This design comes from an exercise in tuning for small area, a short achievable clock period and few clock cycles per item on the open sky130 flow, not from production work. At most, simulation tests tie the RTL to the original design; equivalence was not proved. The RTL of runs 1 and 2 was laid out without a check of its function. Power figures rest on the tool's default switching activity, not on a simulated workload.

**flow/constraint.sdc**
```tcl
create_clock -name core_clock -period 7.0 [get_ports {i_clk}]
set_input_delay 1.4000 -clock core_clock [delete_from_list [all_inputs] [get_ports {i_clk}]]
set_output_delay 1.4000 -clock core_clock [all_outputs]
set_load 0.01 [all_outputs]
```
**flow/run.sh**
```bash
#!/bin/bash
# synth_recipe.tcl (not shown) runs the flow's synth.tcl, then flattens the netlist and writes it again
# the make line also repeats each setting of config.mk as NAME=value (left out here)
make -C /OpenROAD-flow-scripts/flow DESIGN_CONFIG=/design/flow/config.mk WORK_HOME=/design/flow/orfs CLKGATE_MAP_FILE= SYNTH_SCRIPT=/design/flow/synth_recipe.tcl finish
```
**flow/design.v**
```verilog
`default_nettype none
package rmrs_pkg;
    localparam int RMRS_COLUMNS   = 16;
    localparam int RMRS_ROWS      = 8;
    localparam int RMRS_CHANNELS  = 48;
    localparam int RMRS_MSG_DEPTH = 64;
    localparam int NUM_COLORS = 3;
    localparam int MSG_BLOCK = 16;
    localparam logic [11:0] BRIGHT_RESET = 12'hFFF;
    localparam logic [2:0] CMD_WRITE_COL = 3'd0;
    localparam logic [2:0] CMD_LOAD_MSG  = 3'd1;
    localparam logic [2:0] CMD_SCROLL    = 3'd2;
    localparam logic [2:0] CMD_SCAN      = 3'd3;
    localparam logic [2:0] CMD_BLANK     = 3'd4;
    localparam logic [48*4-1:0] SLOT_COL = {
        4'd8, 4'd9, 4'd9, 4'd10, 4'd11, 4'd11, 4'd12, 4'd13,
        4'd13, 4'd14, 4'd15, 4'd15, 4'd7, 4'd7, 4'd6, 4'd5,
        4'd5, 4'd4, 4'd3, 4'd3, 4'd2, 4'd1, 4'd1, 4'd0,
        4'd0, 4'd0, 4'd1, 4'd2, 4'd2, 4'd3, 4'd4, 4'd4,
        4'd5, 4'd6, 4'd6, 4'd7, 4'd15, 4'd14, 4'd14, 4'd13,
        4'd12, 4'd12, 4'd11, 4'd10, 4'd10, 4'd9, 4'd8, 4'd8
    };
    localparam logic [48*2-1:0] SLOT_CLR = {
        2'd2, 2'd1, 2'd0, 2'd2, 2'd1, 2'd0, 2'd1, 2'd2,
        2'd0, 2'd1, 2'd2, 2'd0, 2'd0, 2'd2, 2'd1, 2'd0,
        2'd2, 2'd1, 2'd0, 2'd1, 2'd2, 2'd0, 2'd1, 2'd2,
        2'd1, 2'd0, 2'd2, 2'd1, 2'd0, 2'd2, 2'd2, 2'd0,
        2'd1, 2'd2, 2'd0, 2'd1, 2'd1, 2'd0, 2'd2, 2'd1,
        2'd0, 2'd2, 2'd2, 2'd0, 2'd1, 2'd2, 2'd0, 2'd1
    };
    typedef struct packed {
        logic [2:0] cmd;
        logic [1:0] color;
        logic [3:0] column;
        logic [7:0] msg_index;
        logic [7:0] value;
        logic [8:0] shift;
        logic [8:0] msg_len;
        logic [2:0] row;
    } t_req;
    typedef struct packed {
        logic [5:0]  channel;
        logic [11:0] level;
        logic [7:0]  row_select;
        logic        last;
    } t_res;
endpackage
`default_nettype wire
`default_nettype none
module rmrs_dp
#(
    parameter int MB = 16,
    parameter int NB  = 64 / MB,
    parameter int PW  = $clog2(MB),
    parameter int BW  = (NB > 1) ? $clog2(NB) : 1
) (
    input  wire logic          i_clk,
    input  wire logic [PW-1:0] i_phase,
    input  wire logic          i_we,
    input  wire logic [1:0]    i_wcolor,
    input  wire logic [5:0]    i_windex,
    input  wire logic [7:0]    i_wdata,
    input  wire logic [2:0][BW-1:0] i_rblk,
    output logic [2:0][7:0]    o_rdata
);
    logic [2:0][NB-1:0][MB-1:0][7:0] r_ring;
    always_ff @(posedge i_clk) begin
        for (int c = 0; c < 3; c++) begin
            for (int b = 0; b < NB; b++) begin
                if (i_we && (i_wcolor == 2'(c)) && (6'(i_windex) == 6'(b * MB + 32'(i_phase)))) begin
                    r_ring[c][b][0] <= i_wdata;
                end else begin
                    r_ring[c][b][0] <= r_ring[c][b][MB-1];
                end
                for (int k = 1; k < MB; k++) begin
                    r_ring[c][b][k] <= r_ring[c][b][k-1];
                end
            end
        end
    end
    always_comb begin
        for (int c = 0; c < 3; c++) begin
            o_rdata[c] = r_ring[c][(NB > 1) ? i_rblk[c] : '0][MB-1];
        end
    end
endmodule
`default_nettype wire
`default_nettype none
module rgb_matrix_row_scan_controller
#(
    parameter int COLUMNS   = rmrs_pkg::RMRS_COLUMNS,
    parameter int ROWS      = rmrs_pkg::RMRS_ROWS,
    parameter int CHANNELS  = rmrs_pkg::RMRS_CHANNELS,
    parameter int MSG_DEPTH = rmrs_pkg::RMRS_MSG_DEPTH
) (
    input  wire logic        i_clk,
    input  wire logic        i_rst_n,
    input  wire logic        start,
    input  rmrs_pkg::t_req             i_req,
    output logic             busy,
    input  wire logic        i_cfg_valid,
    output logic             o_cfg_ready,
    input  wire logic [11:0] i_cfg_data,
    output logic             o_res_strobe,
    output rmrs_pkg::t_res             o_res
);
    localparam int MB = rmrs_pkg::MSG_BLOCK;
    localparam int NB = 64 / MB;
    localparam int PW = $clog2(MB);
    localparam int BW = (NB > 1) ? $clog2(NB) : 1;
    localparam logic [1:0] SC_IDLE  = 2'd0;
    localparam logic [1:0] SC_WAIT  = 2'd1;
    localparam logic [1:0] SC_SHIFT = 2'd2;
    assign o_cfg_ready = 1'b1;
    logic          r_busy;
    logic [PW-1:0] r_phase;         
    logic          r_clear;         
    logic [3:0]    r_clr_cnt;
    logic [11:0]   r_bright;
    logic          r_wb_v;
    logic          r_wb_msg;
    logic [1:0]    r_wb_color;
    logic [5:0]    r_wb_addr;
    logic [7:0]    r_wb_val;
    logic [2:0][1:0]    r_sc_st;
    logic [2:0][9:0]    r_sc_p;     
    logic [2:0][6:0]    r_sc_l;     
    logic [2:0][15:0][7:0] r_fr;
    logic [2:0][3:0]    r_cn;
    logic          r_pv;
    logic          r_pfilled;
    logic [3:0]    r_fcnt;
    logic [2:0]    r_prow;
    logic          r_pblank;
    logic [11:0]   r_pbright;
    logic [47:0]   r_pbits;
    logic [46:0]   r_asr;
    logic [11:0]   r_abright;
    logic          r_strobe;
    logic [5:0]    r_ch;
    logic [11:0]   r_level;
    logic [7:0]    r_rowsel;
    logic          r_last;
    logic       acc;
    logic       color_ok;
    logic [2:0] cmd;
    assign cmd      = i_req.cmd;
    assign acc      = start && !r_busy;    
    assign color_ok = (i_req.color != 2'd3);
    logic any_scroll;
    logic unfilled;
    assign any_scroll = (r_sc_st[0] != SC_IDLE) || (r_sc_st[1] != SC_IDLE) || (r_sc_st[2] != SC_IDLE);
    assign unfilled   = r_pv && !r_pfilled;
    logic rdy_wcol, rdy_load, rdy_scan, rdy_any, rdy_req;
    logic [2:0] rdy_scroll;
    assign rdy_wcol = !r_wb_v && !any_scroll && !unfilled;
    assign rdy_load = !r_wb_v && !any_scroll;
    assign rdy_scan = !r_pv;
    always_comb begin
        for (int c = 0; c < 3; c++) rdy_scroll[c] = (r_sc_st[c] == SC_IDLE) && !unfilled;
    end
    assign rdy_any = rdy_wcol && rdy_load && rdy_scan && rdy_scroll[0] && rdy_scroll[1] && rdy_scroll[2];
    always_comb begin
        rdy_req = 1'b1;
        if (color_ok) begin
            case (cmd)
                rmrs_pkg::CMD_WRITE_COL: rdy_req = rdy_wcol;
                rmrs_pkg::CMD_LOAD_MSG:  rdy_req = rdy_load;
                rmrs_pkg::CMD_SCROLL:    rdy_req = rdy_scroll[i_req.color];
                default: ;
            endcase
        end
        if (cmd == rmrs_pkg::CMD_SCAN || cmd == rmrs_pkg::CMD_BLANK) rdy_req = rdy_scan;
    end
    always_ff @(posedge i_clk) begin
        if (!i_rst_n) begin
            r_busy <= 1'b1;
        end else begin
            r_busy <= acc || r_clear || (start ? !rdy_req : !rdy_any);
        end
    end
    assign busy = r_busy;
    always_ff @(posedge i_clk) begin
        if (!i_rst_n) begin
            r_bright <= rmrs_pkg::BRIGHT_RESET;
        end else if (i_cfg_valid) begin
            r_bright <= i_cfg_data;
        end
    end
    always_ff @(posedge i_clk) begin
        if (!i_rst_n) begin
            r_phase   <= '0;
            r_clear   <= 1'b1;
            r_clr_cnt <= '0;
        end else begin
            r_phase   <= r_phase + 1'b1;
            r_clr_cnt <= r_clr_cnt + 1'b1;
            if (r_clr_cnt == 4'd15) r_clear <= 1'b0;
        end
    end
    logic msg_hit;
    logic [2:0] col_hit;
    assign msg_hit = r_wb_v && r_wb_msg && (r_wb_addr[PW-1:0] == r_phase);
    always_comb begin
        for (int c = 0; c < 3; c++)
            col_hit[c] = r_wb_v && !r_wb_msg && (r_wb_color == 2'(c)) && (r_wb_addr[3:0] == r_cn[c]);
    end
    logic wb_set;
    assign wb_set = acc && color_ok && (cmd == rmrs_pkg::CMD_WRITE_COL ||
                    (cmd == rmrs_pkg::CMD_LOAD_MSG && i_req.msg_index[7:6] == 2'd0));
    always_ff @(posedge i_clk) begin
        if (!i_rst_n) begin
            r_wb_v <= 1'b0;
        end else if (wb_set) begin
            r_wb_v <= 1'b1;
        end else if (msg_hit || col_hit[0] || col_hit[1] || col_hit[2]) begin
            r_wb_v <= 1'b0;
        end
    end
    always_ff @(posedge i_clk) begin
        if (!r_wb_v) begin
            r_wb_msg   <= cmd[0];
            r_wb_color <= i_req.color;
            r_wb_addr  <= cmd[0] ? i_req.msg_index[5:0] : {2'b00, i_req.column};
            r_wb_val   <= i_req.value;
        end
    end
    logic [2:0][BW-1:0] rblk;
    logic [2:0][7:0]    rdata;
    logic [2:0][5:0]    sc_idx;
    always_comb begin
        for (int c = 0; c < 3; c++) begin
            sc_idx[c] = r_sc_p[c][5:0] - 6'd16;
            rblk[c]   = (NB > 1) ? BW'(sc_idx[c] >> PW) : '0;
        end
    end
    rmrs_dp #(.MB(MB)) u_dp (
        .i_clk    (i_clk),
        .i_phase  (r_phase),
        .i_we     (msg_hit),
        .i_wcolor (r_wb_color),
        .i_windex (r_wb_addr),
        .i_wdata  (r_wb_val),
        .i_rblk   (rblk),
        .o_rdata  (rdata)
    );
    logic [2:0] sc_go;
    logic [2:0] sc_valid;
    always_comb begin
        for (int c = 0; c < 3; c++) begin
            sc_go[c]    = (r_sc_st[c] == SC_WAIT) && !r_wb_v &&
                          (PW'(r_phase + 1'b1) == sc_idx[c][PW-1:0]);
            sc_valid[c] = (r_sc_p[c] >= 10'd16) && (r_sc_p[c] < 10'(r_sc_l[c]));
        end
    end
    always_ff @(posedge i_clk) begin
        for (int c = 0; c < 3; c++) begin
            if (!i_rst_n) begin
                r_sc_st[c] <= SC_IDLE;
            end else if (acc && cmd == rmrs_pkg::CMD_SCROLL && i_req.color == 2'(c)) begin
                r_sc_st[c] <= SC_WAIT;
            end else if (sc_go[c]) begin
                r_sc_st[c] <= SC_SHIFT;
            end else if (r_sc_st[c] == SC_SHIFT && r_cn[c] == 4'd15) begin
                r_sc_st[c] <= SC_IDLE;
            end
        end
    end
    always_ff @(posedge i_clk) begin
        for (int c = 0; c < 3; c++) begin
            if (r_sc_st[c] == SC_IDLE) begin
                r_sc_p[c] <= {1'b0, i_req.shift};
                r_sc_l[c] <= (i_req.msg_len[8:6] != 3'd0) ? 7'd80 : 7'(i_req.msg_len[5:0]) + 7'd16;
            end else if (r_sc_st[c] == SC_SHIFT) begin
                r_sc_p[c] <= r_sc_p[c] + 1'b1;
            end
        end
    end
    logic [2:0][7:0] fin;
    always_comb begin
        for (int c = 0; c < 3; c++) begin
            if (r_sc_st[c] == SC_SHIFT)  fin[c] = sc_valid[c] ? rdata[c] : 8'd0;
            else if (col_hit[c])         fin[c] = r_wb_val;
            else if (r_clear)            fin[c] = 8'd0;
            else                         fin[c] = r_fr[c][15];
        end
    end
    always_ff @(posedge i_clk) begin
        for (int c = 0; c < 3; c++) begin
            r_fr[c][0] <= fin[c];
            for (int k = 1; k < 16; k++) r_fr[c][k] <= r_fr[c][k-1];
        end
    end
    always_ff @(posedge i_clk) begin
        for (int c = 0; c < 3; c++) begin
            if (!i_rst_n || sc_go[c]) r_cn[c] <= 4'd0;
            else                      r_cn[c] <= r_cn[c] + 1'b1;
        end
    end
    logic fill;
    logic [2:0] tbit;
    assign fill = unfilled && !any_scroll && !(r_wb_v && !r_wb_msg) && !r_clear;
    always_comb begin
        for (int c = 0; c < 3; c++) tbit[c] = r_fr[c][15][3'd7 - r_prow];
    end
    logic run_start;
    assign run_start = r_pv && r_pfilled && (!r_strobe || r_last);
    always_ff @(posedge i_clk) begin
        if (!i_rst_n) begin
            r_pv      <= 1'b0;
            r_pfilled <= 1'b0;
            r_fcnt    <= '0;
        end else begin
            if (acc && (cmd == rmrs_pkg::CMD_SCAN || cmd == rmrs_pkg::CMD_BLANK)) begin
                r_pv      <= 1'b1;
                r_pfilled <= (cmd == rmrs_pkg::CMD_BLANK);
            end else if (run_start) begin
                r_pv <= 1'b0;
            end else if (fill && r_fcnt == 4'd15) begin
                r_pfilled <= 1'b1;
            end
            if (fill) r_fcnt <= r_fcnt + 1'b1;
        end
    end
    always_ff @(posedge i_clk) begin
        if (!r_pv) begin
            r_prow    <= i_req.row;
            r_pblank  <= (cmd == rmrs_pkg::CMD_BLANK);
            r_pbright <= (cmd == rmrs_pkg::CMD_BLANK) ? 12'd0 :
                         (i_cfg_valid ? i_cfg_data : r_bright);
        end
    end
    always_ff @(posedge i_clk) begin
        for (int ch = 0; ch < 48; ch++) begin
            if (fill && r_cn[rmrs_pkg::SLOT_CLR[ch*2 +: 2]] == rmrs_pkg::SLOT_COL[ch*4 +: 4]) begin
                r_pbits[ch] <= tbit[rmrs_pkg::SLOT_CLR[ch*2 +: 2]];
            end
        end
    end
    always_ff @(posedge i_clk) begin
        if (!i_rst_n) begin
            r_strobe <= 1'b0;
        end else if (run_start) begin
            r_strobe <= 1'b1;
        end else if (r_last) begin
            r_strobe <= 1'b0;
        end
    end
    always_ff @(posedge i_clk) begin
        if (run_start) begin
            r_ch      <= 6'd0;
            r_last    <= 1'b0;
            r_level   <= r_pbits[0] ? r_pbright : 12'd0;
            r_rowsel  <= r_pblank ? 8'd0 : (8'd1 << r_prow);
            r_asr     <= r_pbits[47:1];
            r_abright <= r_pbright;
        end else begin
            r_ch      <= r_ch + 1'b1;
            r_last    <= (r_ch == 6'd46);
            r_level   <= r_asr[0] ? r_abright : 12'd0;
            r_asr     <= {1'b0, r_asr[46:1]};
        end
    end
    assign o_res_strobe      = r_strobe;
    assign o_res.channel     = r_ch;
    assign o_res.level       = r_level;
    assign o_res.row_select  = r_rowsel;
    assign o_res.last        = r_last;
endmodule
`default_nettype wire
```
**flow/config.mk**
```make
export PLATFORM = sky130hd
export DESIGN_NAME = rgb_matrix_row_scan_controller
export DESIGN_NICKNAME = rgb_matrix_row_scan_controller
export VERILOG_FILES = /design/flow/design.v
export SDC_FILE = /design/flow/constraint.sdc
export NUM_CORES = 4
export LEC_CHECK = 0
export CAP_MARGIN = 20
export CORE_MARGIN = 2
export CORE_UTILIZATION = 70
export CTS_BUF_LIST = sky130_fd_sc_hd__clkbuf_4 sky130_fd_sc_hd__clkbuf_8
export SLEW_MARGIN = 20
export SYNTH_MEMORY_MAX_BITS = 16384
```
==> key figures, run 1 <==
Final layout
  – Final core occ: 81.81%
  – Layout cell share with drive strength beyond 1: 19.93%
  – Nets: 3577
  – Final cell count without fillers: 4642
  – Area occupied by registers: 45250 µm²
  – Multi-input gate area: 6638 µm²
  – Fill count: 3493
  – Area growth from synthesis to layout: 15.91%

Logic synthesis
  – Post-Synth Adder-Cell Area: 1.219%
  – Distinct cell type count after synthesis: 53
  – Post-synth EDFFs: 149
  – Compound-cell area share of the yosys netlist: 1.326%
  – Synth Instances: 3117
  – Synthesized area: 52370 µm²
  – Avg Cell Area, Syn: 16.80 µm²
  – Mux cell area share after synthesis: 5.247%
  – Ys Warns: 2
  – Sequential share of the synthesized area: 86.42%
  – Synthesized flop and latch total: 2186
  – Simple-gate share of the synthesized area: 3.589%
  – Post-synth ARST share: 0%
  – Post-synthesis xor/xnor area fraction: 1.216%
  – Syn_nets: 3230
  – Largest family of logic cells by synthesized area: multiplexers
  – Primary FF master, synth: dfxtp_1

CTS
  – CTS tree: yes
  – Cts bufs inserted: 311
  – Clk sinks: 2186
  – CTS resizes: 0
  – Clock transition at path regs: 0.06 ns
  – H-tree levels: 5
  – CTS Root Cell: clkbuf_8
  – Hold Buf Count CTS: 0
  – Postcts setup bufs: 0
  – CTS Buffer Depth: 4
  – Clock latency (worst-skew pair): 0.92 ns

STA
  – Fmax: 303.6 MHz
  – TNS Setup: 0 ns
  – Final count of hold timing violations: 0
  – Min Tclk post-route: 3.294 ns
  – Final count of pins violating max slew: 0
  – Clock Skew: 0.1081 ns
  – Final Cycle Share: 47.05%
  – Final setup fails: 0
  – Worst-margin pin slew: 1.160 ns
  – Slew HR: 22.65%
  – RSZ-0062 raised after global routing: no

Drt
  – Routed len/inst: 19.60 µm
  – Total wire length: 90.99 mm
  – DRT antenna net count: 0
  – DR vias/cell: 4.942
  – Pre-Repair DR Iteration Count: 5
  – DRC viols: 0
  – Initial DRC count: 1190
  – Vias: 22940

Floorplanning
  – Rows: 100
  – CORE AREA: 74200 µm²
  – Boundary Pins: 92
  – Die width: 277.5 µm
  – Die area: 77010 µm²
  – Die height: 277.5 µm
  – Initial Util: 70.58%

Place
  – Buffers on Ports: 90
  – Gpl congestion: 0.8505
  – DPL Wire Length: 49.92 mm
  – Placed Cells incl. Taps: 4120

Setup path
  – Critical Path AT: 1.89 ns
  – Worst path slowest cell: clkdlybuf4s50_1
  – Crit path capture type: primary output
  – Worst flop-to-flop path startpoint: r_wb_addr[1]
  – Crit-path max cell delay: 0.61 ns
  – Worst setup SP type: flop
  – Cell family with most CP delay: buffers and inverters
  – WP data required: 5.60 ns
  – Crit path from: r_busy
  – Crit-path max FO: 4
  – Bufs and invs on worst path: 1
  – Crit path cell chain: clkdlybuf4s50_1
  – CP Class: reg -> out

Pwr
  – VDD IR max: 0.3466 mV
  – Pwr/cell area: 378.7 nW/µm²
  – Leak: 24.38 nW

Run
  – Max-cap viol count: 0

Outcome
  – Status: finished clean

GRT
  – First-pass GRT wire length: 140.9 mm
  – Gr usage total: 24.12%
  – Grt ovf: 0
  – Vias in the first global route: 25060
  – Pin count of the biggest net entering global routing: 101
  – Antenna violations before repair: 2

Hold path
  – Hold/Removal Path Class: reg -> reg
  – Hold Path Origin: u_dp.r_ring[1469]
-- state kept, by name, summed over array words and instances (netlist names), 6 cells and up --
signal / flops
r_wb_addr: 6
r_bright: 12
r_pbits: 48
r_sc_l: 21
r_ch: 6
r_pbright: 12
r_sc_p: 30
r_asr: 47
r_abright: 12
r_cn: 12
r_wb_val: 8
r_rowsel: 8
r_level: 12
r_sc_st: 6
r_fr: 384
u_dp.r_ring: 1536
-- metal layers --
layer	global-route usage [%]	wire, µm	up-vias
met3	4.624	3106	187
met1	31.58	40850	11260
li1	-	-	10990
met4	9.894	2355	0
met2	39.88	44680	504
met5	0	0	-
-- power by group --
part / switching (W) / internal, W
clock: 0.00442 / 0.00557
combinational: 0.000137 / 0.000141
sequential: 0.0000932 / 0.0126
total: 0.00465 / 0.0183
-- cells in the final DEF (no fill, tap or decap), types with 37 or more instances in the layout --
cell type and instances:
dfxtp_1 2036, clkbuf_8 384, edfxtp_1 149, mux2_2 144, clkbuf_4 99, clkdlybuf4s50_1 90
nand2_1 81, nor2_1 69, inv_1 59, ha_1 51, o21ai_0 50, xnor2_1 39
nand3_1 37
-- final cells by class --
type | instances | area share, %
Timing Repair Buffer | 104 | 1.664
Antenna cell | 1 | 0.004123
Clock inverter | 38 | 0.5442
Sequential cell | 2186 | 74.56
Tap cell | 969 | 1.997
Multi-Input combinational cell | 802 | 10.94
Clock buffer | 483 | 9.932
Inverter | 59 | 0.3649
-- final timing paths --
path | endpoint | slack, ns | cells past startpoint
hold / removal | u_dp.r_ring[1477] | 0.26 | 0
hold reg to reg | u_dp.r_ring[1477] | 0.26 | 0
setup reg to reg | u_dp.r_ring[1413] | 3.73 | 5
setup / recovery | busy | 3.71 | 1
-- metrics by stage --
step / hold WS [ns] / total power (W) / worst slack (ns) / instance area [µm²]
finish: 0.2572 / 0.02299 / 3.706 / 60700
detailed placement: 0.3121 / 0.01326 / 3.549 / 54330
global placement: 0.3097 / 0.01325 / 3.551 / 54320
CTS: 0.2509 / 0.02319 / 3.643 / 60690
global route: 0.2612 / 0.02372 / 3.621 / 60700
floorplan: 0.3096 / 0.01311 / 4.567 / 52370
-- synthesized netlist by cell type (all sizes together), types with 2 or more instances --
library cell / instances / area share [%]
dfxtp: 2037 / 78
mux2: 152 / 3.3
edfxtp: 149 / 8.5
nand2: 90 / 0.69
nor2: 70 / 0.50
inv: 59 / 0.42
ha: 51 / 1.2
o21ai: 50 / 0.48
clkbuf: 46 / 0.33
xnor2: 39 / 0.65
nand3: 37 / 0.35
mux2i: 36 / 0.69
nor2b: 32 / 0.38
mux4: 30 / 1.3
nor4: 28 / 0.39
xor2: 26 / 0.43
buf: 24 / 0.22
nor3: 24 / 0.23
o2bb2ai: 24 / 0.40
and2: 22 / 0.26
nand4: 14 / 0.18
a21oi: 13 / 0.12
nand2b: 13 / 0.16
nor3b: 8 / 0.15
and3: 5 / 0.060
o31ai: 5 / 0.072
a211o: 3 / 0.050
a31oi: 3 / 0.036
nand3b: 3 / 0.043
nand4b: 3 / 0.050
o311ai: 3 / 0.050
xnor3: 3 / 0.13
or3: 2 / 0.024
-- logic make-up after synthesis --
logic type | after synthesis
muxes | 218
buffers and inverters | 129
xor gates and xnor gates | 68
and+or+nand+nor | 356
AOI/OAI and AO/OA | 108
other | 1
adders and majority gates | 51
DFF | 2186
==> run 2: changes to the inputs <==
--- a/flow/config.mk
+++ b/flow/config.mk
@@ -9,5 +9,6 @@
 export CORE_MARGIN = 2
 export CORE_UTILIZATION = 70
 export CTS_BUF_LIST = sky130_fd_sc_hd__clkbuf_4 sky130_fd_sc_hd__clkbuf_8
+export SETUP_SLACK_MARGIN = 4.0
 export SLEW_MARGIN = 20
 export SYNTH_MEMORY_MAX_BITS = 16384
==> run 2 against run 1 <==
Net effect:
- still clean on timing, DRC and antenna
- die area did not move
- count of clock-buffer cells in the layout did not move
- worst hold slack got worse by 0.0021 ns
- clock power barely moved
- via count rose by 0.25%
- synthesized cell count did not move
- synthesized area did not move
- sequential share of layout area barely moved
- global-route usage barely moved
- routed wire length rose by 0.11%
- critical path type unchanged
==> key figures, run 2 <==
Setup path
  – Cell family with most CP delay: flip-flops
  – Crit path cell chain: clkdlybuf4s15_1
  – WP data required: 5.60 ns (about the same)
  – Crit path from: r_busy
  – CP Class: reg -> out
  – Crit-path max FO: 4 (unchanged)
  – Critical path depth: 1 (unchanged)
  – Worst R2R Path Depth: 5 (unchanged)
  – Crit path capture type: primary output
  – Worst path slowest cell: dfxtp_1
  – Worst flop-to-flop path startpoint: r_wb_addr[1]
  – Critical Path AT: 1.59 ns (-0.30 ns)
  – Crit-path max cell delay: 0.39 ns (-0.22 ns)
  – Reg-to-Reg End: u_dp.r_ring[261]
  – Worst setup SP type: flop
  – Worst Setup EP: busy
  – R2R setup slack: 4.12 ns (+0.39 ns)
  – Bufs and invs on worst path: 1 (unchanged)

Floorplanning
  – Boundary Pins: 92 (unchanged)
  – Rows: 100 (unchanged)
  – Initial Util: 70.58% (unchanged)
  – Die height: 277.5 µm (unchanged)
  – Die width: 277.5 µm (unchanged)
  – Die area: 77010 µm² (unchanged)
  – CORE AREA: 74200 µm² (unchanged)

Logic synthesis
  – Top cells by count, synth: 2037 x dfxtp_1, 149 x edfxtp_1, 144 x mux2_2
  – Syn_nets: 3230 (unchanged)
  – Avg Cell Area, Syn: 16.80 µm² (unchanged)
  – Synth Instances: 3117 (unchanged)
  – Post-synth EDFFs: 149 (unchanged)
  – Yosys top cell area share: 77.87% (unchanged)
  – Sequential share of the synthesized area: 86.42% (unchanged)
  – Synthesized area: 52370 µm² (unchanged)
  – Ys Warns: 2 (unchanged)
  – Primary FF master, synth: dfxtp_1
  – Most common cell in the netlist: dfxtp_1
  – Distinct cell type count after synthesis: 53 (unchanged)
  – Synthesized flop and latch total: 2186 (unchanged)
  – Dominant cells by area after synthesis: dfxtp_1 78%, edfxtp_1 8.5%, mux2_2 3.1%, mux4_2 1.3%, ha_1 1.2%
  – Post-synth ARST share: 0% (unchanged)
  – Yosys top cell by area: dfxtp_1

Final layout
  – Area growth from synthesis to layout: 15.90% (about the same)
  – Final core occ: 81.80% (about the same)
  – Commonest non-fill, non-tap cells in the layout: 2031 x dfxtp_1, 384 x clkbuf_8, 149 x edfxtp_1
  – Layout cell share with drive strength beyond 1: 20.15% (+0.22 points)
  – Max reg flops: 1536 (unchanged)
  – Most common cell after layout, fill and taps aside: dfxtp_1
  – Design Area, Final: 60690 µm² (about the same)
  – Nets: 3577 (unchanged)
  – Largest regs: u_dp.r_ring: 1536 flops, r_fr: 384 flops, r_pbits: 48 flops
  – Fill count: 3503 (+0.29%)
  – Multi-input gate area: 6655 µm² (+0.26%)
  – Top reg by flops: u_dp.r_ring
  – Area occupied by registers: 45260 µm² (about the same)

CTS
  – Clk sinks: 2186 (unchanged)
  – CTS Root Cell: clkbuf_8
  – Cts bufs inserted: 311 (unchanged)
  – Clock latency (worst-skew pair): 0.92 ns (about the same)
  – CTS Buffer Depth: 4 (unchanged)
  – Clock transition at path regs: 0.07 ns (about the same)
  – H-tree levels: 5 (unchanged)
  – CTS tree: yes

STA
  – Final count of pins violating max slew: 0 (unchanged)
  – Fmax: 334.4 MHz (+10%)
  – Final count of hold timing violations: 0 (unchanged)
  – RSZ-0062 raised after global routing: yes
  – Final Cycle Share: 42.72% (-4.3 points)
  – Worst-margin pin slew: 1.146 ns (-0.01406 ns)
  – Final setup fails: 0 (unchanged)
  – Slew HR: 23.58% (+0.94 points)
  – Min Tclk post-route: 2.990 ns (-0.3032 ns)
  – Clock Skew: 0.1086 ns (+0.0004930 ns)
  – TNS Setup: 0 ns (unchanged)

Pwr
  – Net Switching: 0.004649 W (about the same)
  – Sw frac: 20.23% (about the same)
  – VDD IR max: 0.3466 mV (about the same)
  – Leak: 24.46 nW (+0.32%)
  – Internal power: 0.01833 W (about the same)
  – Gate power share: 1.2% (about the same)
  – Flop pwr share: 55.3% (about the same)
  – Pwr/cell area: 378.6 nW/µm² (about the same)
  – Clock share of power: 43.5% (about the same)

Outcome
  – Status: finished clean

Place
  – Gpl congestion: 0.8505 (unchanged)
  – Post-placement cell area: 54330 µm² (unchanged)
  – Buffers on Ports: 90 (unchanged)
  – DPL Wire Length: 49.92 mm (unchanged)

Drt
  – DRT antenna net count: 0 (unchanged)
  – Initial DRC count: 1207 (+1.4%)
  – Routed len/inst: 19.62 µm (+0.11%)
  – Total wire length: 91.09 mm (+0.11%)
  – Pre-Repair DR Iteration Count: 5 (unchanged)
  – DR vias/cell: 4.954 (+0.25%)
  – DRC viols: 0 (unchanged)
  – Vias: 23000 (+0.25%)

GRT
  – First-pass GRT wire length: 141.0 mm (about the same)
  – Vias in the first global route: 25070 (+0.028%)
  – Pin count of the biggest net entering global routing: 101 (unchanged)
  – Gr usage total: 24.13% (about the same)
  – Antenna violations before repair: 2 (unchanged)
  – Grt ovf: 0 (unchanged)

Hold path
  – Worst Hold Path Cells: 0 (unchanged)
  – Hold/Removal Path Class: reg -> reg

Run
  – Max-cap viol count: 0 (unchanged)
==> run 2: cell counts after synthesis <==
Identical to the previous run, type by type.
==> run 2: how the worst min path moves through the flow <==
stage	from	to	slack, ns
after CTS	u_dp.r_ring[935]	u_dp.r_ring[943]	0.25
after detailed placement	u_dp.r_ring[1028]	u_dp.r_ring[1036]	0.31
after global placement	r_fr[78]	r_fr[86]	0.31
after global routing	u_dp.r_ring[935]	u_dp.r_ring[943]	0.26
final	u_dp.r_ring[1365]	u_dp.r_ring[1373]	0.26
after floorplan	r_fr[92]	r_fr[100]	0.31
==> run 2: area by class of cell <==
| cell class | count | area share, % |
|---|---|---|
| diodes | 1 | 0.004123 |
| inverters | 59 | 0.3649 |
| clock buffers | 483 | 9.933 |
| clock inverters | 38 | 0.5443 |
| repair buffers | 104 | 1.612 |
| well taps | 969 | 1.998 |
| flip-flops and latches | 2186 | 74.58 |
| multi-input cells | 802 | 10.97 |
==> run 2: power groups by stage <==
| stage | sequential (W) | combinational [W] | clock, W |
|---|---|---|---|
| 6_report | 0.0127 | 0.000270 | 0.00999 |
| 5_1_grt | 0.0127 | 0.000294 | 0.0107 |
| 4_1_cts | 0.0127 | 0.000268 | 0.0102 |
| 3_5_place_dp | 0.0130 | 0.000273 | 0 |
| 3_3_place_gp | 0.0130 | 0.000261 | 0 |
| 2_1_floorplan | 0.0129 | 0.000166 | 0 |
==> run 2: repair_timing <==
action | 4_1_cts | 5_1_grt
hold buffers | 0 | 0
gates resized for setup | 39 | 4
endpoints found under the setup margin | 51 | 10
buffers inserted | 0 | 0
==> run 2: cell families after synthesis <==
group                      Yosys count  synth area share (%)
AOI/OAI and AO/OA                  108                 1.326
xor gates and xnor gates            68                 1.216
adders and majority gates           51                 1.219
buffers and inverters              129                0.9773
DFF                               2186                 86.42
muxes                              218                 5.247
other                                1              0.007161
and+or+nand+nor                    356                 3.589
==> run 2: metal layers <==
layer,vias up,GRT usage (%),part of all wire (%)
met5,-,0,0
met4,0,9.936,2.7
met3,191,4.599,3.9
met2,543,39.92,49
met1,11260,31.58,44
li1,11000,-,-
==> run 2: stage by stage <==
stage	total power [W]	hold slack (ns)	std cells	worst slack, ns
CTS	0.02318	0.2509	4641	3.920
global route	0.02371	0.2612	4642	3.946
global placement	0.01325	0.3097	4120	3.551
finish	0.02298	0.2551	4642	4.010
floorplan	0.01311	0.3096	3117	4.567
detailed placement	0.01326	0.3121	4120	3.549
==> run 3: changes to the inputs <==
--- a/flow/design.v
+++ b/flow/design.v
@@ -145,7 +145,7 @@
     logic       color_ok;
     logic [2:0] cmd;
     assign cmd      = i_req.cmd;
-    assign acc      = start && !r_busy;    
+    assign acc      = i_rst_n && start && !r_busy;
     assign color_ok = (i_req.color != 2'd3);
     logic any_scroll;
     logic unfilled;
@@ -218,7 +218,7 @@
         end
     end
     always_ff @(posedge i_clk) begin
-        if (!r_wb_v) begin
+        if (wb_set) begin
             r_wb_msg   <= cmd[0];
             r_wb_color <= i_req.color;
             r_wb_addr  <= cmd[0] ? i_req.msg_index[5:0] : {2'b00, i_req.column};
@@ -268,7 +268,7 @@
     end
     always_ff @(posedge i_clk) begin
         for (int c = 0; c < 3; c++) begin
-            if (r_sc_st[c] == SC_IDLE) begin
+            if (acc && cmd == rmrs_pkg::CMD_SCROLL && i_req.color == 2'(c)) begin
                 r_sc_p[c] <= {1'b0, i_req.shift};
                 r_sc_l[c] <= (i_req.msg_len[8:6] != 3'd0) ? 7'd80 : 7'(i_req.msg_len[5:0]) + 7'd16;
             end else if (r_sc_st[c] == SC_SHIFT) begin
@@ -323,7 +323,7 @@
         end
     end
     always_ff @(posedge i_clk) begin
-        if (!r_pv) begin
+        if (acc && (cmd == rmrs_pkg::CMD_SCAN || cmd == rmrs_pkg::CMD_BLANK)) begin
             r_prow    <= i_req.row;
             r_pblank  <= (cmd == rmrs_pkg::CMD_BLANK);
             r_pbright <= (cmd == rmrs_pkg::CMD_BLANK) ? 12'd0 :
--- a/flow/config.mk
+++ b/flow/config.mk
@@ -7,8 +7,6 @@
 export LEC_CHECK = 0
 export CAP_MARGIN = 20
 export CORE_MARGIN = 2
-export CORE_UTILIZATION = 70
-export CTS_BUF_LIST = sky130_fd_sc_hd__clkbuf_4 sky130_fd_sc_hd__clkbuf_8
-export SETUP_SLACK_MARGIN = 4.0
+export CORE_UTILIZATION = 40
 export SLEW_MARGIN = 20
 export SYNTH_MEMORY_MAX_BITS = 16384
==> run 3 against run 2 <==
Net effect:
- cell area grew 2.3%
- total power grew 2.5%
- sequential share of layout area shrank 1.7 points
- register-to-register slack gained 0.04 ns
- first-iteration DRC count grew 17%
- synthesized area grew 0.13%
- global-route usage shrank 12 points
- non-clock buffer count grew 6
- synthesized cell count is essentially flat
- maximum frequency shrank 22%
- cell count grew 13%
- critical path type is now in -> reg
- largest power group unchanged
- highest routed layer unchanged
==> key figures, run 3 <==
Final layout
  – Area growth from synthesis to layout: 18.42%
  – Nets: 3461 (-3.2%)
  – Max reg flops: 1536 (unchanged)
  – ANT cells: 0 (-1)
  – Design Area, Final: 62090 µm² (+2.3%)
  – Largest regs: u_dp.r_ring: 1536 flops, r_fr: 384 flops, r_pbits: 48 flops
  – Fill count: 11010 (+210%)
  – Layout cell share with drive strength beyond 1: 15.40% (-4.8 points)
  – Commonest non-fill, non-tap cells in the layout: 2037 x dfxtp_1, 201 x clkbuf_16, 149 x edfxtp_1
  – Final core occ: 47.83% (-34 points)
  – Final cell count without fillers: 5255 (+13%)
  – Top reg by flops: u_dp.r_ring
  – Most common cell after layout, fill and taps aside: dfxtp_1

Pwr
  – Internal power: 0.01899 W (+3.6%)
  – Leak: 24.27 nW (-0.78%)
  – Clock share of power: 45.5% (+2.0 points)
  – Flop pwr share: 53.6% (-1.7 points)
  – Pwr/cell area: 379.2 nW/µm² (+0.15%)
  – Net Switching: 0.004554 W (-2.0%)
  – Gate power share: 0.8% (-0.4 points)
  – VDD IR max: 0.2429 mV (-30%)
  – Sw frac: 19.34% (-0.89 points)

Logic synthesis
  – Post-synth ARST share: 0% (unchanged)
  – Yosys top cell by area: dfxtp_1
  – Most common cell in the netlist: dfxtp_1
  – Synthesized area: 52440 µm² (+0.13%)
  – Sequential share of the synthesized area: 86.30% (-0.12 points)
  – Post-synth EDFFs: 149 (unchanged)
  – Distinct cell type count after synthesis: 60 (+13%)
  – Yosys top cell area share: 77.77% (-0.10 points)
  – Synth Instances: 3114 (-0.096%)
  – Syn_nets: 3227 (-0.093%)
  – Synthesized flop and latch total: 2186 (unchanged)
  – Primary FF master, synth: dfxtp_1
  – Avg Cell Area, Syn: 16.84 µm² (+0.23%)
  – Dominant cells by area after synthesis: dfxtp_1 78%, edfxtp_1 8.5%, mux2_2 2.9%, mux4_2 1.3%, ha_1 1.2%
  – Ys Warns: 2 (unchanged)
  – Top cells by count, synth: 2037 x dfxtp_1, 149 x edfxtp_1, 135 x mux2_2

Drt
  – Routed length on met2: 34.89 mm (-22%)
  – Met1 wire length: 41.10 mm (+2.0%)
  – DRT antenna net count: 0 (unchanged)
  – Top Metal Used: met4
  – DR vias/cell: 4.153 (-16%)
  – Routed len/inst: 15.51 µm (-21%)
  – Initial DRC count: 1409 (+17%)
  – Routed wl met3: 3.712 mm (+4.0%)
  – Total wire length: 81.51 mm (-11%)
  – DRC viols: 0 (unchanged)
  – Vias: 21820 (-5.1%)
  – Pre-Repair DR Iteration Count: 5 (unchanged)

STA
  – Worst-margin pin slew: 1.065 ns (-0.08083 ns)
  – Final WS setup: 3.174 ns (-0.8352 ns)
  – Slew HR: 28.64% (+5.1 points)
  – Clock Skew: 0.02602 ns (-0.08258 ns)
  – Final count of hold timing violations: 0 (unchanged)
  – Final Cycle Share: 54.65% (+12 points)
  – Min Tclk post-route: 3.826 ns (+0.8352 ns)
  – Final count of pins violating max slew: 0 (unchanged)
  – Fmax: 261.4 MHz (-22%)
  – RSZ-0062 raised after global routing: no
  – TNS Setup: 0 ns (unchanged)
  – Final setup fails: 0 (unchanged)

CTS
  – CTS resizes: 0 (-100%)
  – CTS Buffer Depth: 3 (-1)
  – Hold Buf Count CTS: 0 (unchanged)
  – CTS Root Cell: clkbuf_16
  – Cts bufs inserted: 194 (-38%)
  – Clock latency (worst-skew pair): 0.77 ns (-0.15 ns)
  – Postcts setup bufs: 0 (unchanged)
  – Clk sinks: 2186 (unchanged)
  – Clock transition at path regs: 0.06 ns (about the same)
  – H-tree levels: 4 (-1)
  – CTS tree: yes

Place
  – DPL Wire Length: 48.94 mm (-1.9%)
  – Place WS: 2.392 ns (-1.157 ns)
  – Placed Cells incl. Taps: 4892 (+19%)
  – Post-placement cell area: 55370 µm² (+1.9%)
  – Gpl congestion: 0.8019 (-5.7%)
  – Buffers on Ports: 90 (unchanged)

Hold path
  – Hold/Removal Path Class: reg -> reg

Setup path
  – Worst setup SP type: input pin
  – CP Class: in -> reg
  – Crit path cell chain: clkdlybuf4s50_1 > buf_4 > nand3b_2 > or4b_4 > or3b_1 > inv_1 > or2_2
  – Critical Path AT: 4.29 ns (+2.70 ns)
  – Crit path capture type: flop
  – Worst path slowest cell: or3b_1
  – WP data required: 7.47 ns (+1.87 ns)
  – Crit-path max cell delay: 0.63 ns (+0.24 ns)
  – Bufs and invs on worst path: 3 (+2)
  – Crit-path max FO: 28 (+24)
  – Cell family with most CP delay: simple AND/OR/NAND/NOR gates

Outcome
  – Status: finished clean

Run
  – Max-cap viol count: 0 (unchanged)

GRT
  – Antenna violations before repair: 4 (+2)
  – First-pass GRT wire length: 127.1 mm (-9.8%)
  – Gr usage total: 12.31% (-12 points)
  – Grt ovf: 0 (unchanged)
  – Pin count of the biggest net entering global routing: 62 (-39%)
  – Vias in the first global route: 21970 (-12%)

Floorplanning
  – Rows: 132 (+32%)
  – Die area: 134000 µm² (+74%)
  – Die height: 366.1 µm (+32%)
  – CORE AREA: 129800 µm² (+75%)
  – Initial Util: 40.39% (-30 points)
  – Die width: 366.1 µm (+32%)
  – Boundary Pins: 92 (unchanged)
==> run 3: stage by stage <==
step	power, W	hold slack (ns)
final	0.02354	0.3054
after global routing	0.02437	0.3119
after CTS	0.02382	0.3068
after detailed placement	0.01311	0.3121
after global placement	0.01310	0.3095
after floorplan	0.01299	0.3096
==> run 3: final timing paths <==
path | startpoint | to | slack, ns | depth (start not counted)
worst max register to register | r_wb_addr[0] | u_dp.r_ring[1031] | 4.16 | 5
worst min register to register | u_dp.r_ring[1372] | u_dp.r_ring[1380] | 0.31 | 0
worst min-delay path | u_dp.r_ring[1372] | u_dp.r_ring[1380] | 0.31 | 0
worst max-delay path | i_rst_n | r_sc_p[10] | 3.17 | 7
==> run 3: layer usage <==
| metal | vias up | track usage, % |
|---|---|---|
| met3 | 135 | 2.989 |
| met1 | 10570 | 17.62 |
| li1 | 10730 | - |
| met2 | 391 | 18.14 |
| met4 | 0 | 4.345 |
| met5 | - | 0 |
==> run 3: layout make-up <==
cell class                 count  area (µm²)  area share [%]
tap                         1742        2180           3.510
clock inverter                72       923.4           1.487
multi-input combinational    801        6689           10.77
timing repair buffer         110        1071           1.725
clock buffer                 289        5771           9.293
inverter                      55       207.7          0.3345
sequential                  2186       45250           72.88
==> run 3: cell families after synthesis <==
family	synth area share, %
AOI/OAI and AO/OA	1.315
xor gates and xnor gates	1.246
adders and majority gates	1.217
buffers and inverters	1.021
DFF	86.30
muxes	5.333
other	0.007152
and+or+nand+nor	3.558
==> run 3: power groups by stage <==
stage,combinational (W),clock (W),sequential [W]
global route,0.000219,0.0115,0.0126
global placement,0.000197,0,0.0129
detailed placement,0.000200,0,0.0129
CTS,0.000202,0.0110,0.0126
finish,0.000200,0.0107,0.0126
floorplan,0.0000939,0,0.0129
Testbench counts of run 3, summed over its fixed seeds: cycles 92,909, requests 3,156.
==> run 4: changes to the inputs <==
--- a/flow/design.v
+++ b/flow/design.v
@@ -52,22 +52,22 @@
     parameter int MB = 16,
     parameter int NB  = 64 / MB,
     parameter int PW  = $clog2(MB),
-    parameter int BW  = (NB > 1) ? $clog2(NB) : 1
+    parameter int BW  = (NB > 1) ? $clog2(NB) : 1,
+    parameter int NT  = MB / 16,
+    parameter int TW  = (NT > 1) ? $clog2(NT) : 1
 ) (
     input  wire logic          i_clk,
-    input  wire logic [PW-1:0] i_phase,
-    input  wire logic          i_we,
-    input  wire logic [1:0]    i_wcolor,
-    input  wire logic [5:0]    i_windex,
+    input  wire logic [3*NB-1:0] i_we,      
     input  wire logic [7:0]    i_wdata,
     input  wire logic [2:0][BW-1:0] i_rblk,
+    input  wire logic [2:0][TW-1:0] i_rtap,
     output logic [2:0][7:0]    o_rdata
 );
     logic [2:0][NB-1:0][MB-1:0][7:0] r_ring;
     always_ff @(posedge i_clk) begin
         for (int c = 0; c < 3; c++) begin
             for (int b = 0; b < NB; b++) begin
-                if (i_we && (i_wcolor == 2'(c)) && (6'(i_windex) == 6'(b * MB + 32'(i_phase)))) begin
+                if (i_we[c*NB+b]) begin
                     r_ring[c][b][0] <= i_wdata;
                 end else begin
                     r_ring[c][b][0] <= r_ring[c][b][MB-1];
@@ -80,7 +80,7 @@
     end
     always_comb begin
         for (int c = 0; c < 3; c++) begin
-            o_rdata[c] = r_ring[c][(NB > 1) ? i_rblk[c] : '0][MB-1];
+            o_rdata[c] = r_ring[c][(NB > 1) ? i_rblk[c] : '0][MB - 1 - 16 * ((NT > 1) ? 32'(i_rtap[c]) : 0)];
         end
     end
 endmodule
@@ -108,8 +108,11 @@
     localparam int NB = 64 / MB;
     localparam int PW = $clog2(MB);
     localparam int BW = (NB > 1) ? $clog2(NB) : 1;
+    localparam int NT = MB / 16;
+    localparam int TW = (NT > 1) ? $clog2(NT) : 1;
     localparam logic [1:0] SC_IDLE  = 2'd0;
-    localparam logic [1:0] SC_WAIT  = 2'd1;
+    localparam logic [1:0] SC_PREP  = 2'd1;
+    localparam logic [1:0] SC_WAIT  = 2'd3;
     localparam logic [1:0] SC_SHIFT = 2'd2;
     assign o_cfg_ready = 1'b1;
     logic          r_busy;
@@ -123,8 +126,9 @@
     logic [5:0]    r_wb_addr;
     logic [7:0]    r_wb_val;
     logic [2:0][1:0]    r_sc_st;
-    logic [2:0][9:0]    r_sc_p;     
+    logic [2:0][8:0]    r_sc_s;     
     logic [2:0][6:0]    r_sc_l;     
+    logic [2:0][3:0]    r_sc_k;     
     logic [2:0][15:0][7:0] r_fr;
     logic [2:0][3:0]    r_cn;
     logic          r_pv;
@@ -145,7 +149,7 @@
     logic       color_ok;
     logic [2:0] cmd;
     assign cmd      = i_req.cmd;
-    assign acc      = i_rst_n && start && !r_busy;
+    assign acc      = start && !r_busy;    
     assign color_ok = (i_req.color != 2'd3);
     logic any_scroll;
     logic unfilled;
@@ -198,12 +202,20 @@
             if (r_clr_cnt == 4'd15) r_clear <= 1'b0;
         end
     end
-    logic msg_hit;
-    logic [2:0] col_hit;
-    assign msg_hit = r_wb_v && r_wb_msg && (r_wb_addr[PW-1:0] == r_phase);
-    always_comb begin
-        for (int c = 0; c < 3; c++)
-            col_hit[c] = r_wb_v && !r_wb_msg && (r_wb_color == 2'(c)) && (r_wb_addr[3:0] == r_cn[c]);
+    logic [3*NB-1:0] r_mwe;
+    logic [2:0]      col_hit;
+    always_ff @(posedge i_clk) begin
+        for (int c = 0; c < 3; c++) begin
+            for (int b = 0; b < NB; b++) begin
+                if (!i_rst_n) r_mwe[c*NB+b] <= 1'b0;
+                else          r_mwe[c*NB+b] <= r_wb_v && r_wb_msg && (r_wb_color == 2'(c)) &&
+                                               (32'(r_wb_addr) / MB == b) &&
+                                               (r_wb_addr[PW-1:0] == PW'(r_phase + 1'b1));
+            end
+            if (!i_rst_n) col_hit[c] <= 1'b0;
+            else          col_hit[c] <= r_wb_v && !r_wb_msg && (r_wb_color == 2'(c)) &&
+                                        (r_wb_addr[3:0] == 4'(r_cn[c] + 1'b1));
+        end
     end
     logic wb_set;
     assign wb_set = acc && color_ok && (cmd == rmrs_pkg::CMD_WRITE_COL ||
@@ -213,12 +225,12 @@
             r_wb_v <= 1'b0;
         end else if (wb_set) begin
             r_wb_v <= 1'b1;
-        end else if (msg_hit || col_hit[0] || col_hit[1] || col_hit[2]) begin
+        end else if ((|r_mwe) || (|col_hit)) begin
             r_wb_v <= 1'b0;
         end
     end
     always_ff @(posedge i_clk) begin
-        if (wb_set) begin
+        if (!r_wb_v) begin
             r_wb_msg   <= cmd[0];
             r_wb_color <= i_req.color;
             r_wb_addr  <= cmd[0] ? i_req.msg_index[5:0] : {2'b00, i_req.column};
@@ -226,31 +238,38 @@
         end
     end
     logic [2:0][BW-1:0] rblk;
+    logic [2:0][TW-1:0] rtap;
     logic [2:0][7:0]    rdata;
     logic [2:0][5:0]    sc_idx;
     always_comb begin
         for (int c = 0; c < 3; c++) begin
-            sc_idx[c] = r_sc_p[c][5:0] - 6'd16;
+            sc_idx[c] = {2'(r_sc_s[c][5:4] + 2'(sc_sum[c][4]) - 2'd1), sc_sum[c][3:0]};
             rblk[c]   = (NB > 1) ? BW'(sc_idx[c] >> PW) : '0;
+            rtap[c]   = (NT > 1) ? TW'(PW'(PW'(sc_idx[c]) - r_phase) >> 4) : '0;
         end
     end
     rmrs_dp #(.MB(MB)) u_dp (
         .i_clk    (i_clk),
-        .i_phase  (r_phase),
-        .i_we     (msg_hit),
-        .i_wcolor (r_wb_color),
-        .i_windex (r_wb_addr),
+        .i_we     (r_mwe),
         .i_wdata  (r_wb_val),
         .i_rblk   (rblk),
+        .i_rtap   (rtap),
         .o_rdata  (rdata)
     );
-    logic [2:0] sc_go;
-    logic [2:0] sc_valid;
+    logic [2:0]          sc_go;
+    logic [2:0]          sc_valid;
+    logic [2:0][3:0]     sc_j0;
+    logic [2:0][4:0]     sc_sum;
+    logic [2:0][4:0]     sc_hi;
+    logic [2:0][9:0]     sc_rem;
     always_comb begin
         for (int c = 0; c < 3; c++) begin
-            sc_go[c]    = (r_sc_st[c] == SC_WAIT) && !r_wb_v &&
-                          (PW'(r_phase + 1'b1) == sc_idx[c][PW-1:0]);
-            sc_valid[c] = (r_sc_p[c] >= 10'd16) && (r_sc_p[c] < 10'(r_sc_l[c]));
+            sc_j0[c]    = 4'(r_phase + 1'b1) - 4'(r_sc_s[c]);
+            sc_go[c]    = (r_sc_st[c] == SC_WAIT) && !r_wb_v;
+            sc_sum[c]   = 5'(r_sc_s[c][3:0]) + 5'(r_cn[c]);
+            sc_valid[c] = (sc_sum[c][4] || (r_sc_s[c][8:4] != 5'd0)) && (5'(r_cn[c]) < r_sc_l[c][4:0]);
+            sc_rem[c]   = 10'(r_sc_l[c]) - 10'(r_sc_s[c]);
+            sc_hi[c]    = sc_rem[c][9] ? 5'd0 : (sc_rem[c] > 10'd16) ? 5'd16 : 5'(sc_rem[c]);
         end
     end
     always_ff @(posedge i_clk) begin
@@ -258,22 +277,26 @@
             if (!i_rst_n) begin
                 r_sc_st[c] <= SC_IDLE;
             end else if (acc && cmd == rmrs_pkg::CMD_SCROLL && i_req.color == 2'(c)) begin
+                r_sc_st[c] <= SC_PREP;
+            end else if (r_sc_st[c] == SC_PREP) begin
                 r_sc_st[c] <= SC_WAIT;
             end else if (sc_go[c]) begin
                 r_sc_st[c] <= SC_SHIFT;
-            end else if (r_sc_st[c] == SC_SHIFT && r_cn[c] == 4'd15) begin
+            end else if (r_sc_st[c] == SC_SHIFT && r_sc_k[c] == 4'd15) begin
                 r_sc_st[c] <= SC_IDLE;
             end
         end
     end
     always_ff @(posedge i_clk) begin
         for (int c = 0; c < 3; c++) begin
-            if (acc && cmd == rmrs_pkg::CMD_SCROLL && i_req.color == 2'(c)) begin
-                r_sc_p[c] <= {1'b0, i_req.shift};
+            if (r_sc_st[c] == SC_IDLE) begin
+                r_sc_s[c] <= i_req.shift;
                 r_sc_l[c] <= (i_req.msg_len[8:6] != 3'd0) ? 7'd80 : 7'(i_req.msg_len[5:0]) + 7'd16;
-            end else if (r_sc_st[c] == SC_SHIFT) begin
-                r_sc_p[c] <= r_sc_p[c] + 1'b1;
+            end else if (r_sc_st[c] == SC_PREP) begin
+                r_sc_l[c] <= 7'(sc_hi[c]);
             end
+            if (r_sc_st[c] == SC_SHIFT) r_sc_k[c] <= r_sc_k[c] + 1'b1;
+            else                        r_sc_k[c] <= 4'd0;
         end
     end
     logic [2:0][7:0] fin;
@@ -293,8 +316,9 @@
     end
     always_ff @(posedge i_clk) begin
         for (int c = 0; c < 3; c++) begin
-            if (!i_rst_n || sc_go[c]) r_cn[c] <= 4'd0;
-            else                      r_cn[c] <= r_cn[c] + 1'b1;
+            if (!i_rst_n)      r_cn[c] <= 4'd0;
+            else if (sc_go[c]) r_cn[c] <= sc_j0[c];
+            else               r_cn[c] <= r_cn[c] + 1'b1;
         end
     end
     logic fill;
@@ -323,7 +347,7 @@
         end
     end
     always_ff @(posedge i_clk) begin
-        if (acc && (cmd == rmrs_pkg::CMD_SCAN || cmd == rmrs_pkg::CMD_BLANK)) begin
+        if (!r_pv) begin
             r_prow    <= i_req.row;
             r_pblank  <= (cmd == rmrs_pkg::CMD_BLANK);
             r_pbright <= (cmd == rmrs_pkg::CMD_BLANK) ? 12'd0 :
--- a/flow/config.mk
+++ b/flow/config.mk
@@ -7,6 +7,10 @@
 export LEC_CHECK = 0
 export CAP_MARGIN = 20
 export CORE_MARGIN = 2
-export CORE_UTILIZATION = 40
+export CORE_UTILIZATION = 70
+export CTS_BUF_LIST = sky130_fd_sc_hd__clkbuf_16
+export CTS_CLUSTER_DIAMETER = 80
+export CTS_CLUSTER_SIZE = 20
+export SETUP_SLACK_MARGIN = 4.5
 export SLEW_MARGIN = 20
 export SYNTH_MEMORY_MAX_BITS = 16384
==> run 4 against run 3 <==
Net effect:
- sequential share of layout area rose by 4.4 points
- register-to-register slack improved by 0.38 ns
- clock power fell by 36%
- cell area fell by 4.5%
- via count rose by 4.2%
- routed wire length rose by 11%
- sequential power barely moved
- die area fell by 41%
- critical path depth fell by 6
- worst hold slack got worse by 0.013 ns
- largest power group unchanged
==> key figures, run 4 <==
CTS
  – Clock latency (worst-skew pair): 0.74 ns (-0.03 ns)
  – Hold Buf Count CTS: 0 (unchanged)
  – H-tree levels: 3 (-1)
  – CTS Root Cell: clkbuf_16
  – Clk sinks: 2210 (+1.1%)
  – CTS Buffer Depth: 3 (unchanged)
  – Clock transition at path regs: 0.08 ns (+0.02 ns)
  – CTS tree: yes
  – Cts bufs inserted: 120 (-38%)

Final layout
  – Layout cell share with drive strength beyond 1: 13.67% (-1.7 points)
  – Largest regs: u_dp.r_ring: 1536 flops, r_fr: 384 flops, r_pbits: 48 flops
  – Area occupied by registers: 45780 µm² (+1.2%)
  – Max reg flops: 1536 (unchanged)
  – Nets: 3558 (+2.8%)
  – Area growth from synthesis to layout: 10.80%
  – Top reg by flops: u_dp.r_ring
  – Commonest non-fill, non-tap cells in the layout: 2033 x dfxtp_1, 149 x mux2_2, 149 x edfxtp_1
  – Most common cell after layout, fill and taps aside: dfxtp_1
  – Multi-input gate area: 7466 µm² (+12%)
  – Fill count: 3964 (-64%)

STA
  – Clock Skew: 0.07578 ns (+0.04976 ns)
  – Fmax: 378.6 MHz (+45%)
  – Worst-margin pin slew: 1.204 ns (+0.1382 ns)
  – RSZ-0062 raised after global routing: yes
  – Final setup fails: 0 (unchanged)
  – TNS Setup: 0 ns (unchanged)
  – Final count of pins violating max slew: 0 (unchanged)
  – Final Cycle Share: 37.73% (-17 points)
  – Min Tclk post-route: 2.641 ns (-1.184 ns)
  – Slew HR: 19.76% (-8.9 points)
  – Hold_ws: 0.2922 ns (-0.01318 ns)
  – Final count of hold timing violations: 0 (unchanged)

Floorplanning
  – Die area: 78650 µm² (-41%)
  – Boundary Pins: 92 (unchanged)
  – Die height: 280.4 µm (-23%)
  – Rows: 101 (-23%)
  – Initial Util: 70.55% (+30 points)
  – CORE AREA: 75820 µm² (-42%)
  – Die width: 280.4 µm (-23%)

GRT
  – Pin count of the biggest net entering global routing: 100 (+61%)
  – Antenna violations before repair: 5 (+1)
  – First-pass GRT wire length: 138.4 mm (+8.9%)
  – Gr usage total: 23.51% (+11 points)
  – Vias in the first global route: 23750 (+8.1%)
  – Grt ovf: 0 (unchanged)

Setup path
  – Crit path cell chain: buf_2
  – Crit-path max cell delay: 0.39 ns (-0.24 ns)
  – R2R setup slack: 4.54 ns (+0.38 ns)
  – Bufs and invs on worst path: 1 (-2)
  – Crit path capture type: primary output
  – Critical Path AT: 1.24 ns (-3.05 ns)
  – WP data required: 5.60 ns (-1.87 ns)
  – Cell family with most CP delay: flip-flops
  – Crit-path max FO: 1 (-96%)
  – Worst setup SP type: flop
  – Worst path slowest cell: edfxtp_1
  – CP Class: reg -> out

Logic synthesis
  – Yosys top cell area share: 77.13% (-0.64 points)
  – Yosys top cell by area: dfxtp_1
  – Most common cell in the netlist: dfxtp_1
  – Post-synth ARST share: 0% (unchanged)
  – Primary FF master, synth: dfxtp_1
  – Synth Instances: 3236 (+3.9%)
  – Top cells by count, synth: 2061 x dfxtp_1, 149 x edfxtp_1, 149 x mux2_2
  – Syn_nets: 3376 (+4.6%)
  – Synthesized area: 53500 µm² (+2.0%)
  – Dominant cells by area after synthesis: dfxtp_1 77%, edfxtp_1 8.4%, mux2_2 3.1%, ha_1 1.7%, mux4_2 1.3%
  – Ys Warns: 2 (unchanged)
  – Avg Cell Area, Syn: 16.53 µm² (-1.8%)
  – Post-synth EDFFs: 149 (unchanged)
  – Sequential share of the synthesized area: 85.49% (-0.81 points)
  – Distinct cell type count after synthesis: 76 (+27%)
  – Synthesized flop and latch total: 2210 (+1.1%)

Pwr
  – VDD IR max: 0.2550 mV (+5.0%)
  – Pwr/cell area: 340.4 nW/µm² (-10%)
  – Leak: 23.47 nW (-3.3%)

Drt
  – Routed len/inst: 20.50 µm (+32%)
  – DRT antenna net count: 0 (unchanged)
  – Routed wl met3: 3.447 mm (-7.1%)
  – Top Metal Used: met4
  – Initial DRC count: 1243 (-12%)
  – Routed length on met2: 43.65 mm (+25%)
  – Vias: 22750 (+4.2%)
  – Total wire length: 90.70 mm (+11%)
  – DRC viols: 0 (unchanged)
  – DR vias/cell: 5.140 (+24%)
  – Pre-Repair DR Iteration Count: 4 (-1)
  – Met1 wire length: 41.10 mm (about the same)

Place
  – Gpl congestion: 0.8351 (+4.1%)
  – DPL Wire Length: 53.08 mm (+8.5%)
  – Buffers on Ports: 90 (unchanged)

Outcome
  – Status: finished clean

Hold path
  – Hold/Removal Path Class: reg -> reg

Run
  – Max-cap viol count: 0 (unchanged)
run 4: repair_timing:
action	CTS	global route
pin swaps	14	12
gates cloned	0	0
endpoints found under the setup margin	118	90
buffers inserted	23	6
resized for setup	180	53
run 4: worst paths after layout:
path                         start               end  cells past startpoint
setup / recovery       r_rowsel[0]          o_res[1]                      1
hold / removal    u_dp.r_ring[230]  u_dp.r_ring[238]                      0
setup reg to reg        r_sc_s[19]         r_fr[263]                      7
hold reg to reg   u_dp.r_ring[230]  u_dp.r_ring[238]                      0
run 4: final cells by class:
cell class                      instances  share of cell area (%)
Antenna cell                            2                0.008444
Clock buffer                          120                   5.066
Clock inverter                         29                  0.4560
Inverter                               84                  0.5446
Multi-Input combinational cell        878                   12.60
Sequential cell                      2210                   77.24
Tap cell                              978                   2.065
Timing Repair Buffer                  124                   2.027
run 4: kinds of logic (layout without fill, tap and decap cells):
logic type,Yosys count,after routing,synth area share (%)
AOI/OAI and AO/OA,184,184,2.292
xor gates and xnor gates,56,56,0.9309
adders and majority gates,78,78,1.909
buffers and inverters,148,357,1.106
DFF,2210,2210,85.49
muxes,193,193,4.661
other,1,3,0.007010
and+or+nand+nor,366,366,3.602
run 4: stage by stage:
step / std cells / power [W] / worst slack, ns / utilization [%] / area [µm²]
floorplan: 3236 / 0.01333 / 4.503 / - / 53510
global placement: 4244 / 0.01348 / 3.378 / 73.05 / 55390
detailed placement: 4244 / 0.01350 / 3.352 / 73.05 / 55390
CTS: 4416 / 0.02030 / 4.327 / 77.76 / 58960
global route: 4423 / 0.02079 / 4.323 / 78.16 / 59270
finish: 4425 / 0.02017 / 4.359 / 78.17 / 59270
run 4: report_power, final:
| group | internal [W] | total [W] | switching [W] |
|---|---|---|---|
| Sequential | 0.0127 | 0.0128 | 0.0000766 |
| Clock | 0.00309 | 0.00689 | 0.00379 |
| Combinational | 0.000239 | 0.000464 | 0.000224 |
run 4: per-layer routing:
layer  up-vias  global-route usage [%]
met1     11190                   32.28
met5         -                       0
met4         0                   8.008
met3       162                   3.356
li1      10920                       -
met2       471                   38.84
Testbench counts of run 4, summed over its fixed seeds: cycles 92,699, requests 3,156.
==> run 5: changes to the inputs <==
--- a/flow/config.mk
+++ b/flow/config.mk
@@ -9,8 +9,8 @@
 export CORE_MARGIN = 2
 export CORE_UTILIZATION = 70
 export CTS_BUF_LIST = sky130_fd_sc_hd__clkbuf_16
-export CTS_CLUSTER_DIAMETER = 80
-export CTS_CLUSTER_SIZE = 20
+export CTS_CLUSTER_DIAMETER = 100
+export CTS_CLUSTER_SIZE = 24
 export SETUP_SLACK_MARGIN = 4.5
 export SLEW_MARGIN = 20
 export SYNTH_MEMORY_MAX_BITS = 16384
==> run 5 against run 4 <==
Net effect:
- sequential share of layout area increased by 0.64 points
- worst hold slack better by 0.011 ns
- count of clock-buffer cells in the layout is 16 lower
- sequential cell count did not move
- first-iteration DRC count grew 8.8%
- critical path type unchanged
- critical endpoint is now o_res[4]
- highest routed layer unchanged
==> key figures, run 5 <==
Hold path
  – Hold Path End: r_fr[248]
  – Hold/Removal Path Class: reg -> reg
  – Worst Hold Path Cells: 0 (unchanged)
  – Hold Path Origin: r_fr[240]

Run
  – Max-cap viol count: 0 (unchanged)

Final layout
  – Largest regs: u_dp.r_ring: 1536 flops, r_fr: 384 flops, r_pbits: 48 flops
  – Commonest non-fill, non-tap cells in the layout: 2033 x dfxtp_1, 149 x mux2_2, 149 x edfxtp_1
  – Max reg flops: 1536 (unchanged)
  – Layout cell share with drive strength beyond 1: 13.63% (-0.046 points)
  – Nets: 3538 (-0.56%)

Pwr
  – VDD IR max: 0.3367 mV (+32%)
  – Pwr/cell area: 334.2 nW/µm² (-1.8%)

STA
  – Final Cycle Share: 36.97% (-0.76 points)
  – Slew HR: 22.99% (+3.2 points)
  – Hold_ws: 0.3027 ns (+0.01055 ns)
  – Fmax: 386.4 MHz (+2.1%)
  – RSZ-0062 raised after global routing: yes
  – TNS Setup: 0 ns (unchanged)
  – Final setup fails: 0 (unchanged)
  – Clock Skew: 0.05632 ns (-0.01946 ns)
  – Min Tclk post-route: 2.588 ns (-0.05351 ns)
  – Final count of pins violating max slew: 0 (unchanged)
  – Final count of hold timing violations: 0 (unchanged)

Logic synthesis
  – Synthesized area: 53500 µm² (unchanged)
  – Ys Warns: 2 (unchanged)
  – Post-synth ARST share: 0% (unchanged)
  – Avg Cell Area, Syn: 16.53 µm² (unchanged)
  – Yosys top cell by area: dfxtp_1
  – Primary FF master, synth: dfxtp_1
  – Sequential share of the synthesized area: 85.49% (unchanged)
  – Synthesized flop and latch total: 2210 (unchanged)
  – Yosys top cell area share: 77.13% (unchanged)
  – Top cells by count, synth: 2061 x dfxtp_1, 149 x edfxtp_1, 149 x mux2_2
  – Dominant cells by area after synthesis: dfxtp_1 77%, edfxtp_1 8.4%, mux2_2 3.1%, ha_1 1.7%, mux4_2 1.3%
  – Most common cell in the netlist: dfxtp_1
  – Syn_nets: 3376 (unchanged)

Outcome
  – Status: finished clean

CTS
  – Hold Buf Count CTS: 0 (unchanged)
  – CTS Buffer Depth: 3 (unchanged)
  – Clock transition at path regs: 0.10 ns (+0.02 ns)
  – CTS Root Cell: clkbuf_16
  – CTS tree: yes
  – Cts bufs inserted: 102 (-15%)
  – Clk sinks: 2210 (unchanged)
  – Clock latency (worst-skew pair): 0.71 ns (-0.03 ns)

Setup path
  – Worst flop-to-flop path startpoint: r_sc_s[19]
  – Crit-path max FO: 1 (unchanged)
  – CP Class: reg -> out
  – R2R setup slack: 4.52 ns (-0.02 ns)
  – Crit path capture type: primary output
  – Worst path slowest cell: edfxtp_1
  – Crit-path max cell delay: 0.38 ns (about the same)
  – Worst setup SP type: flop
  – Bufs and invs on worst path: 1 (unchanged)
  – Reg-to-Reg End: r_fr[261]

GRT
  – Grt ovf: 0 (unchanged)
  – Pin count of the biggest net entering global routing: 100 (unchanged)
  – Gr usage total: 23.00% (-0.51 points)
  – Vias in the first global route: 23240 (-2.1%)
  – First-pass GRT wire length: 135.5 mm (-2.1%)

Drt
  – Vias: 22560 (-0.82%)
  – DRC viols: 0 (unchanged)
  – Total wire length: 88.98 mm (-1.9%)
  – DR vias/cell: 5.128 (-0.24%)
  – Pre-Repair DR Iteration Count: 5 (+1)

Floorplanning
  – Initial Util: 70.55% (unchanged)
  – CORE AREA: 75820 µm² (unchanged)
  – Die area: 78650 µm² (unchanged)
  – Die width: 280.4 µm (unchanged)

Place
  – Buffers on Ports: 90 (unchanged)
  – DPL Wire Length: 53.08 mm (unchanged)
==> run 5: cell counts after synthesis <==
Identical to the previous run, type by type.
==> run 5: cells by family (layout without fill, tap and decap cells) <==
| logic type | Yosys count | count (layout) | share of synthesized area (%) |
|---|---|---|---|
| AND/OR/NAND/NOR | 366 | 366 | 3.602 |
| AO/OA/AOI/OAI | 184 | 184 | 2.292 |
| buffers and inverters | 148 | 332 | 1.106 |
| multiplexers | 193 | 193 | 4.661 |
| adder cells (fa/ha/maj) | 78 | 78 | 1.909 |
| other | 1 | 2 | 0.007010 |
| XOR/XNOR | 56 | 56 | 0.9309 |
| flip-flops | 2210 | 2210 | 85.49 |
==> run 5: power breakdown <==
| part | leakage (nW) | internal, W | switching [W] | total, W |
|---|---|---|---|---|
| combinational | 3.71 | 0.000232 | 0.000220 | 0.000452 |
| sequential | 18.1 | 0.0127 | 0.0000771 | 0.0128 |
| clock | 1.42 | 0.00270 | 0.00366 | 0.00636 |
==> run 5: worst max-delay path by stage <==
stage                     start        end  slack (ns)  depth (start not counted)
finish              r_rowsel[3]   o_res[4]        4.41                          1
global placement      i_req[43]  r_pfilled        3.38                          6
floorplan             i_req[10]  r_sc_l[4]        4.50                          4
detailed placement    i_req[43]  r_pfilled        3.35                          6
global route        r_rowsel[5]   o_res[6]        4.36                          1
CTS                 r_rowsel[0]   o_res[1]        4.37                          1
==> run 5: worst register-to-register path: stages, from the launching register on <==
cell      delay [ns]
edfxtp_1        0.40
ha_1            0.29
a31o_2          0.21
a21o_1          0.18
a21oi_4         0.25
ha_4            0.28
mux4_2          0.52
inv_1           0.08
o22ai_1         0.10
==> run 5: area by class of cell <==
| type | instances | area, µm² |
|---|---|---|
| Timing Repair Buffer | 122 | 1159 |
| Inverter | 84 | 325.3 |
| Clock inverter | 22 | 198.9 |
| Tap cell | 978 | 1224 |
| Fill cell | 4076 | 17040 |
| Sequential cell | 2210 | 45780 |
| Antenna cell | 1 | 2.502 |
| Clock buffer | 104 | 2603 |
| Multi-Input combinational cell | 878 | 7495 |
==> run 5: metal layers <==
layer	vias to the layer above	share of wire, %	global-route usage, %
li1	10880	-	-
met1	11100	46	31.71
met5	-	0	0
met2	442	48	37.81
met3	137	4.4	3.972
met4	0	2.4	6.774
==> run 5: repair_timing <==
| action | CTS | global route |
|---|---|---|
| endpoints found under the setup margin | 124 | 88 |
| buffers inserted | 21 | 5 |
| gates resized for setup | 193 | 53 |
| pin swaps | 20 | 16 |
==> run 5: per-stage QoR <==
step	utilization (%)	area [µm²]	worst slack, ns	power [W]	cells
after floorplan	-	53510	4.503	0.01333	3236
after global placement	73.05	55390	3.378	0.01348	4244
after detailed placement	73.05	55390	3.352	0.01350	4244
after CTS	77.18	58520	4.373	0.01977	4391
after global routing	77.52	58780	4.359	0.02024	4398
final	77.53	58780	4.412	0.01964	4399
